What follows belongs to an exercise in optimizing a design on an open flow for a short achievable clock period and few clock cycles per item; a production flow would make more cautious choices.
The RTL was checked by simulation tests, not by an equivalence proof against the original design.
Power figures rest on the tool's default switching activity, not on a simulated workload.

== main ==
## fu_top
module fu_top (
    input  logic        clk,
    input  logic        rst,
    input  logic        valid_i,
    input  logic [3:0]  req_op_i,
    input  logic [31:0] req_src1_i,
    input  logic [31:0] req_src2_i,
    input  logic [31:0] req_store_data_i,
    input  logic [31:0] req_pc_i,
    input  logic [2:0]  req_br_kind_i,
    input  logic        req_pred_taken_i,
    input  logic [31:0] req_br_offset_i,
    input  logic [4:0]  req_dest_i,
    input  logic        req_gr_we_i,
    input  logic [1:0]  req_mem_op_i,
    output logic        ready_o,
    output logic        redirect_mispredict_o,
    output logic [31:0] redirect_target_o,
    output logic        mem_ce_o,
    output logic        mem_we_n_o,
    output logic [3:0]  mem_sel_n_o,
    output logic [31:0] mem_addr_o,
    output logic [31:0] mem_wdata_o,
    input  logic [31:0] mem_rdata_i,
    output logic        mem_ready_o,
    output logic        wb_valid_o,
    output logic [4:0]  wb_dest_o,
    output logic [31:0] wb_data_o
);
clock: 8.5 ns
lec_check: 0
abc_clock_period_in_ps: 2500
cap_margin: 20
core_margin: 2
core_utilization: 55
cts_cluster_diameter: 80
cts_cluster_size: 30
setup_slack_margin: 5
slew_margin: 20
standard.sh (not shown) runs the stock make flow with config.mk's settings and CLKGATE_MAP_FILE= SYNTH_SCRIPT=/design/flow/synth_recipe.tcl, a recipe that flattens the netlist after the stock synthesis.
==> flow/flow/run.sh <==
#!/bin/bash
set -euo pipefail
EXTRA="SETUP_SLACK_MARGIN=$(cat flow/margin.txt)"
sed "s|\"\${@:-finish}\"|$EXTRA \"\${@:-finish}\"|" standard.sh > my_standard.sh
grep -q "$EXTRA" my_standard.sh
bash my_standard.sh > make_flow.log 2>&1
==> flow/flow/margin.txt <==
6
main: done, clean on timing, DRC and antenna
Testbench counts of main, summed over its fixed seeds: cycles 7,125, insns 4,800.
The inputs of the feature branch differ from those of main as listed below.
-- flow/design.v --
<<< main, line 385
    localparam int LQ_DEPTH = 3;     
    localparam int MEM_CYCLES = 6;
    logic        ready_q;
    logic        v0;
    logic [3:0]  op0;
>>> the feature branch, line 385
    localparam int LQ_DEPTH = 3;     
    localparam int MEM_CYCLES = 6;
    logic        ready_q;    
    logic        ready_oq;   
    logic        ready_aq;   
    logic        v0;
    logic [3:0]  op0;
<<< main, line 396
    always_ff @(posedge clk or posedge rst) begin
        if (rst) v0 <= 1'b0;
        else     v0 <= valid_i & ready_q;
    end
    always_ff @(posedge clk) begin
>>> the feature branch, line 398
    always_ff @(posedge clk or posedge rst) begin
        if (rst) v0 <= 1'b0;
        else     v0 <= valid_i & ready_aq;
    end
    always_ff @(posedge clk) begin
<<< main, line 413
        mop0 <= req_mem_op_i;
    end
    assign ready_o = ready_q;
    logic        v1;
    logic [3:0]  op1;
>>> the feature branch, line 415
        mop0 <= req_mem_op_i;
    end
    always_ff @(posedge clk or posedge rst) begin
        if (rst) ready_oq <= 1'b0;
        else     ready_oq <= ready_q;
    end
    always_ff @(posedge clk) ready_aq <= ready_q;
    assign ready_o = ready_oq;
    logic        v1;
    logic [3:0]  op1;
<<< main, line 799
                               - 6'(wq_pop);
            mcred_q <= mcred_q + 4'(v0 && (mop0 != 2'd0)) - 4'(mstart);
            ready_q <= (wcred_q <= 6'(WB_DEPTH - 3)) && (mcred_q <= 4'(MQ_DEPTH - 3));
        end
    end
>>> the feature branch, line 806
                               - 6'(wq_pop);
            mcred_q <= mcred_q + 4'(v0 && (mop0 != 2'd0)) - 4'(mstart);
            ready_q <= (wcred_q <= 6'(WB_DEPTH - 4)) && (mcred_q <= 4'(MQ_DEPTH - 4));
        end
    end
### Flow results
Between main and the feature branch, the difference in clock buffer and inverter area fraction after layout is negligible. Diff main..the feature branch | leakage power | negligible. Result: PASS for each of main and the feature branch. Delta (the feature branch minus main): area of the core roughly the same; insertion delay to the later sink of the worst-skew pair went up 40 ps; transition time at the pin with the least slew margin lower; post-route met1 wirelength decreased by 0.54% relative to the old numbers; final design utilization essentially unchanged. The feature branch ends up with a sequential-to-total area share from yosys stat that is 0.18 points higher than in main. Comparing first-pass detailed-route iteration total for main and the feature branch, the smaller number came from main. Relative to main, the number of buffers inserted by post-CTS setup repair measured on the feature branch has decreased by a few percent. Synthesized cell count essentially unchanged between main and the feature branch. Compared main against the feature branch; die area within noise. Destination of the critical timing path: ready_o -> main, mem_ready_o -> the feature branch. First-pass GRT wire length, main and the feature branch: higher on main.
Testbench counts of the feature branch, summed over its fixed seeds: cycles 7,141, insns 4,800.

-- separate check: timing with driven ports --
How much do the figures lean on ideal ports? The routed layouts below were timed once more, with nothing changed but the port constraints.
Step 1 sets driving cells, clkbuf_16 on the clock port and buf_2 on the other inputs (assumed; they add their load-dependent delay and slew).
Step 2 times the ports against the registers' clock, not the clock port: input delays grow and output delays shrink by t, the midpoint of the rising clock arrivals with the driver on.
Slacks: ideal ports / drivers / drivers and shift; pairs: ideal ports / drivers.
run	t, ns	setup WS [ns]	cell pins on the clock port's net
main	0.931	5.371 / 5.269 / 5.521	1
the feature branch	0.951	5.408 / 5.313 / 5.446	1
After both steps every run listed still meets setup and hold.
